Source: an optimization exercise on an open RTL-to-GDS flow (aim: small area, a short achievable clock period and few clock cycles). Production flows keep margins and buffers that such runs may drop. No activity file was given, so power comes from the tool's default toggle rates.

== main ==
## flac_metadata_header_parser
module flac_metadata_header_parser
(
  input  logic              clk,
  input  logic              rst,
  input  logic              psel,
  input  logic              penable,
  input  logic              pwrite,
  input  logic [ADDR_W-1:0] paddr,
  input  logic [31:0]       pwdata,
  output logic [31:0]       prdata,
  output logic              pready,
  input  logic              in_valid,
  output logic              in_stall,
  input  logic [7:0]        data_byte,
  input  logic              end_of_file,
  input  logic              restart,
  output logic              out_valid,
  input  logic              out_stall,
  output logic [2:0]        status,
  output logic [19:0]       sample_rate,
  output logic [3:0]        channel_count,
  output logic [5:0]        bits_per_sample,
  output logic [15:0]       min_block_size,
  output logic [15:0]       max_block_size,
  output logic [23:0]       min_frame_size,
  output logic [23:0]       max_frame_size,
  output logic [31:0]       total_samples,
  output logic [31:0]       metadata_length,
  output logic [31:0]       bitrate_kbps
);
  localparam logic [1:0] PH_MARKER = 2'd0;
  ...
For scale: about 2300 cells after synthesis, about 520 flip-flops, ~300 I/O pins, about 0.026 sq mm of cells after synthesis.
==> flow/config.mk <==
export PLATFORM = sky130hd
export DESIGN_NAME = flac_metadata_header_parser
export DESIGN_NICKNAME = flac_metadata_header_parser
export VERILOG_FILES = /design/flow/design.v
export SDC_FILE = /design/flow/constraint.sdc
export NUM_CORES = 4
export LEC_CHECK = 0
export CAP_MARGIN = 20
export CORE_MARGIN = 2
export CORE_UTILIZATION = 40
export CTS_BUF_LIST = sky130_fd_sc_hd__clkbuf_4
export SLEW_MARGIN = 20
==> flow/constraint.sdc <==
create_clock -name core_clock -period 10.0 [get_ports {clk}]
set_input_delay 2.0000 -clock core_clock [delete_from_list [all_inputs] [get_ports {clk}]]
set_output_delay 2.0000 -clock core_clock [all_outputs]
set_load 0.01 [all_outputs]
standard.sh (not shown) runs the stock make flow with config.mk's settings and CLKGATE_MAP_FILE= SYNTH_SCRIPT=/design/flow/synth_recipe.tcl, a recipe that flattens the netlist after the stock synthesis.
==> flow/flow/run.sh <==
#!/bin/bash
set -uo pipefail
export BUFFER_PORTS_ARGS="-buffer_cell sky130_fd_sc_hd__buf_1"
bash standard.sh SETUP_SLACK_MARGIN=5.5 finish > make.log 2>&1
main | status: complete | timing, DRC, antenna: pass
Changes in the feature branch relative to main:
- setting CTS_CLUSTER_SIZE to 30 for the first time
- changing CTS_BUF_LIST from sky130_fd_sc_hd__clkbuf_4 to sky130_fd_sc_hd__clkbuf_8
Findings:
Looking at critical setup path kind, the flop to output port result is from main; the flop to flop one comes from the feature branch.
Number of fill cells in the layout went down slightly going from main to the feature branch.
Taking main as the reference, in the feature branch inserted tap cell count saw little to no change; global routing usage on met3 now smaller; met1 wire length saw little to no change; area fraction of clock buffers and clock inverters down 0.17 points.
In the reports for the feature branch and main, the larger stage delay of the slowest cell on the critical path belongs to main.
Area growth from synthesis to layout: main vs the feature branch, no meaningful difference
No run of this note included a check of the RTL's function; only the layout flow was run.

* * *

## job 103
flac_metadata_header_parser, a different RTL version from the one above (not shown whole).
Size: ~2,600 cells after synthesis, roughly 520 flip-flops, roughly 300 I/O pins, ~0.028 mm^2 of cells after synthesis.
clock: 10.0 ns
lec_check: 0
cap_margin: 20
core_margin: 2
core_utilization: 40
setup_slack_margin: 5
slew_margin: 20
run.sh (not shown) runs the stock make flow with config.mk's settings and CLKGATE_MAP_FILE= SYNTH_SCRIPT=/design/flow/synth_recipe.tcl, a recipe that flattens the netlist after the stock synthesis.
Stock flow here: none of the scripts above is used.
Both conditions hold for job 103: the flow ran to the end and the final layout passed the timing, design-rule and antenna checks.
What job 104 does differently from job 103 at the input level:
diff --git a/flow/config.mk b/flow/config.mk
--- a/flow/config.mk
+++ b/flow/config.mk
@@ -9,4 +9,3 @@
 export CORE_MARGIN = 2
 export CORE_UTILIZATION = 40
-export SETUP_SLACK_MARGIN = 5
 export SLEW_MARGIN = 20
The sum of met2 wire segment lengths after detailed routing number comes out lower for job 104 vs job 103.
| switching part of the total power | job 103 vs job 104 | ≈ equal |
Job 103 → job 104: total power density per cell area picked up an extra 1.1 mW/mm^2; sequential fraction of the synthesis area neither gained nor lost much; sequential cell fraction of total power fell 0.2 points; routed via count divided by cell count fell 0.78%; part of the total power dissipated in the clock network up 0.4 points.
Delta(wire length, job 104 - job 103) < 0
The endpoint of the most critical setup path comes out cmp_gt in one run and prdata[3] in the other, namely in job 103 and job 104 respectively.
The footprint of the flip-flops and latches of job 104 and that of job 103 are within noise of each other.
No run of this note included a check of the RTL's function; only the layout flow was run.

-- what the ideal ports hide --
The results above use ideal ports. As a check the final layouts listed here were re-extracted and re-timed, cells and wires unchanged. Step 1, drivers: a clkbuf_16 drives clk and a buf_2 each remaining input, both assumed. Step 2 times the ports against the registers' clock, not the clock port: input delays grow and output delays shrink by t, the midpoint of the rising clock arrivals with the driver on. Slacks: ideal ports / drivers / drivers and shift; pairs: ideal ports / drivers.
| run | shift t [ns] | setup WS [ns] | worst setup path after step 2 | worst slew at a driven data input, ns |
|---|---|---|---|---|
| main | 1.033 | 5.282 / 5.223 / 4.977 | input to register | 0.09 |
| the feature branch | 0.748 | 5.406 / 5.363 / 5.009 | input to register | 0.09 |
| job 103 | 0.683 | 5.067 / 5.063 / 4.806 | input to register | 0.06 |
| job 104 | 0.686 | 4.526 / 4.502 / 4.502 | input to output | 0.06 |
After both steps setup and hold are still met in every run listed. The setup slack of the feature branch, which loses most, moves by -0.043 ns with the drivers and by -0.397 ns with both steps.
